Context: an optimization exercise on an open-source flow, tuned for small area. The choices shown serve that exercise and are no tape-out recipe.
Only simulation tests tie the RTL to the original design; equivalence was not proved.
Power is estimated from default activity; no workload was simulated. No driver is modelled on the clock port, so clocking that relies on it looks cheaper here than on a real chip.

==> flow/design.v <==
`timescale 1ns/1ps
package hash_pkg;
  localparam logic [1:0] OP_NOP    = 2'd0;
  localparam logic [1:0] OP_SEARCH = 2'd1;
  localparam logic [1:0] OP_INSERT = 2'd2;
  localparam logic [1:0] OP_DELETE = 2'd3;
  localparam logic [2:0] RES_MISS     = 3'd0;   
  localparam logic [2:0] RES_FOUND    = 3'd1;
  localparam logic [2:0] RES_INSERTED = 3'd2;   
  localparam logic [2:0] RES_UPDATED  = 3'd3;   
  localparam logic [2:0] RES_FULL     = 3'd4;
  localparam logic [2:0] RES_DELETED  = 3'd5;
  localparam int KEY_WIDTH       = 16;
  localparam int VAL_WIDTH       = 16;
  localparam int NUM_SLOTS       = 4;
  localparam int SLOT_WIDTH      = KEY_WIDTH + VAL_WIDTH;   
  localparam int LINE_WIDTH      = NUM_SLOTS * SLOT_WIDTH;   
  localparam int SLOT_SEL_WIDTH  = $clog2(NUM_SLOTS);
  localparam int MAX_INDEX_WIDTH = 8;
  localparam int CTX_INDEX_LSB = 0;
  localparam int CTX_DATA_LSB  = MAX_INDEX_WIDTH;
  localparam int CTX_KEY_LSB   = CTX_DATA_LSB + VAL_WIDTH;
  localparam int CTX_OP_LSB    = CTX_KEY_LSB + KEY_WIDTH;
  localparam int CTX_WIDTH     = CTX_OP_LSB + 2;
  localparam int RESULT_WIDTH = 3 + VAL_WIDTH;
endpackage
`timescale 1ns/1ps
module process_engine (
  input  logic        clock,
  input  logic        reset,
  input  logic        input_valid,
  input  logic [1:0]  opcode,
  input  logic [15:0] key,
  input  logic [15:0] wr_data,
  output logic        stall,
  output logic        output_valid,
  output logic [15:0] val_out,
  output logic [2:0]  rescode
);
  localparam int SW = 29;
  localparam int NS = 4;
  localparam int LW = NS * SW;
  localparam int NB = 16;
  logic [LW-1:0] ring [NB];
  logic [3:0]    phase;      
  logic          sweeping;   
  logic [3:0]    hash;
  logic          key_zero;
  logic          is_insert, is_delete;
  logic [NS-1:0] v, m;
  logic          any_hit, any_free, ok_now, fire, we;
  logic [2:0]    code;
  logic [SW-1:0] slot0;
  assign hash      = key[3:0] ^ key[7:4] ^ key[11:8] ^ key[15:12];
  assign key_zero  = (key == 16'd0);
  assign is_insert = (opcode == 2'd2);
  assign is_delete = (opcode == 2'd3);
  always_comb begin
    for (int s = 0; s < NS; s++) begin
      v[s] = ring[0][s*SW] && !sweeping;
      m[s] = v[s] && (ring[0][s*SW+1 +: 12] == key[11:0]);
    end
  end
  assign any_hit  = |m;
  assign any_free = !(&v);
  always_comb begin
    if (any_hit)                                 ok_now = m[0];
    else if (is_insert && any_free && !key_zero) ok_now = !v[0];
    else                                         ok_now = 1'b1;
  end
  assign stall = !((phase == hash) && ok_now);
  assign fire  = input_valid && !stall && (opcode != 2'd0);
  assign we    = fire && ((is_insert && (any_hit || (any_free && !key_zero))) ||
                          (is_delete && any_hit));
  always_comb begin
    case (opcode)
      2'd1:    code = any_hit ? 3'd1 : 3'd0;
      2'd2:    code = any_hit ? 3'd3 : (any_free ? 3'd2 : 3'd4);
      2'd3:    code = any_hit ? 3'd5 : 3'd0;
      default: code = 3'd0;
    endcase
  end
  assign slot0[0]      = we ? !is_delete : v[0];
  assign slot0[1 +: 28] = we ? {wr_data, key[11:0]} : ring[0][1 +: 28];
  always_ff @(posedge clock) begin
    for (int i = 0; i < NB - 1; i++) begin
      ring[i] <= ring[i+1];
    end
    for (int s = 1; s < NS; s++) begin
      ring[NB-1][(s-1)*SW]          <= v[s];
      ring[NB-1][(s-1)*SW+1 +: 28]  <= ring[0][s*SW+1 +: 28];
    end
    ring[NB-1][(NS-1)*SW +: SW] <= slot0;
  end
  always_ff @(posedge clock) begin
    if (reset) begin
      phase        <= 4'd0;
      sweeping     <= 1'b1;
      output_valid <= 1'b0;
    end else begin
      phase        <= phase + 4'd1;
      if (&phase) sweeping <= 1'b0;
      output_valid <= fire;
    end
  end
  always_ff @(posedge clock) begin
    rescode <= code;
  end
  assign val_out = (rescode == 3'd1) ? ring[NB-1][(NS-1)*SW+13 +: 16] : 16'd0;
endmodule
export LEC_CHECK = 0
export ABC_AREA = 0
export CAP_MARGIN = 20
export CORE_MARGIN = 2
export CORE_UTILIZATION = 70
export SLEW_MARGIN = 20
create_clock -name core_clock -period 5.0 [get_ports {clock}]
standard.sh (not shown) runs the stock make flow with config.mk's settings and CLKGATE_MAP_FILE= SYNTH_SCRIPT=/design/flow/synth_recipe.tcl, a recipe that flattens the netlist after the stock synthesis.
==> flow/flow/run.sh <==
#!/bin/bash
# The standard layout with our own clock tree settings (no dummy loads,
# large leaf clusters), drive-1 port buffers, and combinational cells sized
# down after floorplan so that the repair steps size up only what needs it
set -euo pipefail
export CTS_ARGS="-sink_clustering_enable -repair_clock_nets -dont_use_dummy_load -buf_list \"sky130_fd_sc_hd__clkbuf_8 sky130_fd_sc_hd__clkbuf_16\" -sink_clustering_size 32 -sink_clustering_max_diameter 60 -root_buf sky130_fd_sc_hd__clkbuf_8 -tree_buf sky130_fd_sc_hd__clkbuf_8 -sink_clustering_buffer sky130_fd_sc_hd__clkbuf_16"
export BUFFER_PORTS_ARGS="-buffer_cell sky130_fd_sc_hd__buf_1"
export POST_FLOORPLAN_TCL="$PWD/flow/downsize.tcl"
bash standard.sh > standard_flow.log 2>&1
==> flow/flow/downsize.tcl <==
# Size combinational cells down to drive 1 where the library has that size;
# the later repair steps size up whatever timing, slew or load needs.
set downsized 0
foreach inst [get_cells *] {
  set cell [get_property $inst ref_name]
  if {[regexp {^(sky130_fd_sc_hd__([a-z0-9]+))_([0-9]+)$} $cell -> base kind size]} {
    if {$size > 1 && ![regexp {^(df|edf|sdf|dl|clk|conb|tap|fill|decap|diode|ha|fa|lpflow)} $kind]} {
      set lc [get_lib_cells -quiet */${base}_1]
      if {[llength $lc] > 0} {
        replace_cell $inst ${base}_1
        incr downsized
      }
    }
  }
}
puts "downsized $downsized cells"
The starting point passed the timing, DRC and antenna checks.
Rerun with:
--- a/flow/design.v
+++ b/flow/design.v
@@ -45,6 +45,10 @@
   logic [3:0]    phase;      
   logic          sweeping;   
-  logic [3:0]    hash;
-  logic          key_zero;
+  logic          h_valid;
+  logic [1:0]    h_op;
+  logic [3:0]    h_hash;
+  logic [11:0]   h_key;
+  logic          h_key_zero;   
+  logic [15:0]   h_data;
   logic          is_insert, is_delete;
   logic [NS-1:0] v, m;
@@ -52,12 +56,11 @@
   logic [2:0]    code;
   logic [SW-1:0] slot0;
-  assign hash      = key[3:0] ^ key[7:4] ^ key[11:8] ^ key[15:12];
-  assign key_zero  = (key == 16'd0);
-  assign is_insert = (opcode == 2'd2);
-  assign is_delete = (opcode == 2'd3);
+  assign is_insert  = (h_op == 2'd2);
+  assign h_key_zero = (h_hash == 4'd0) && (h_key == 12'd0);
+  assign is_delete  = (h_op == 2'd3);
   always_comb begin
     for (int s = 0; s < NS; s++) begin
       v[s] = ring[0][s*SW] && !sweeping;
-      m[s] = v[s] && (ring[0][s*SW+1 +: 12] == key[11:0]);
+      m[s] = v[s] && (ring[0][s*SW+1 +: 12] == h_key);
     end
   end
@@ -65,14 +68,14 @@
   assign any_free = !(&v);
   always_comb begin
-    if (any_hit)                                 ok_now = m[0];
-    else if (is_insert && any_free && !key_zero) ok_now = !v[0];
-    else                                         ok_now = 1'b1;
+    if (any_hit)                                   ok_now = m[0];
+    else if (is_insert && any_free && !h_key_zero) ok_now = !v[0];
+    else                                           ok_now = 1'b1;
   end
-  assign stall = !((phase == hash) && ok_now);
-  assign fire  = input_valid && !stall && (opcode != 2'd0);
-  assign we    = fire && ((is_insert && (any_hit || (any_free && !key_zero))) ||
+  assign fire  = h_valid && (phase == h_hash) && ok_now;
+  assign stall = h_valid && !fire;
+  assign we    = fire && ((is_insert && (any_hit || (any_free && !h_key_zero))) ||
                           (is_delete && any_hit));
   always_comb begin
-    case (opcode)
+    case (h_op)
       2'd1:    code = any_hit ? 3'd1 : 3'd0;
       2'd2:    code = any_hit ? 3'd3 : (any_free ? 3'd2 : 3'd4);
@@ -81,6 +84,6 @@
     endcase
   end
-  assign slot0[0]      = we ? !is_delete : v[0];
-  assign slot0[1 +: 28] = we ? {wr_data, key[11:0]} : ring[0][1 +: 28];
+  assign slot0[0]       = we ? !is_delete : v[0];
+  assign slot0[1 +: 28] = we ? {h_data, h_key} : ring[0][1 +: 28];
   always_ff @(posedge clock) begin
     for (int i = 0; i < NB - 1; i++) begin
@@ -97,14 +100,21 @@
       phase        <= 4'd0;
       sweeping     <= 1'b1;
-      output_valid <= 1'b0;
+      h_valid      <= 1'b0;
     end else begin
       phase        <= phase + 4'd1;
       if (&phase) sweeping <= 1'b0;
-      output_valid <= fire;
+      if (!stall) h_valid <= input_valid && (opcode != 2'd0);
     end
   end
   always_ff @(posedge clock) begin
-    rescode <= code;
+    if (!stall) begin
+      h_op       <= opcode;
+      h_hash     <= key[3:0] ^ key[7:4] ^ key[11:8] ^ key[15:12];
+      h_key      <= key[11:0];
+      h_data     <= wr_data;
+    end
   end
-  assign val_out = (rescode == 3'd1) ? ring[NB-1][(NS-1)*SW+13 +: 16] : 16'd0;
+  assign output_valid = fire;
+  assign rescode      = code;
+  assign val_out      = ((h_op == 2'd1) && m[0]) ? ring[0][13 +: 16] : 16'd0;
 endmodule
Via count rose by about 2.6%.
Die area grows by about 3%.
Fmax fell by 8.7%.
Setup slack loses 0.37 ns.
Clock-buffer cell count went up by 3.
Hold slack gets worse by 0.042 ns.
Final area is higher by about 2.8%.
Area after synthesis went up by about 3%.
Critical path depth goes down by 2.
Power climbs by 2.8%.
Routed wire length grows by 1.4%.
Synthesized cell count rose by about 2.2%.
Clock skew grows by 0.051 ns.

what the ideal ports hide:
Ports are ideal in the flow. The routed layouts listed here were re-timed in OpenROAD. Step 1 sets driving cells, clkbuf_16 on the clock port and buf_2 on the other inputs (assumed; they add their load-dependent delay and slew). Step 2 also shifts input and output timing later by t, the mid clock arrival at the registers, as if the neighbouring blocks saw the same clock. a / b / c = ideal ports / drivers / drivers and shift; a / b = the first two.
run	t, ns	slack for setup (ns)	hold WS [ns]	worst setup path at the end	slew at the worst register clock pin (ns)
the first run	0.748	1.126 / 1.100 / 0.767	0.302 / 0.302 / 0.302	input to register	0.11 / 0.11
the second run	0.740	0.757 / 0.703 / 1.442	0.260 / 0.260 / 0.260	register to output	0.11 / 0.11
After both steps every run listed still meets setup and hold. For the first run, which loses most, drivers alone change the setup slack by -0.026 ns; drivers and shift together by -0.359 ns.
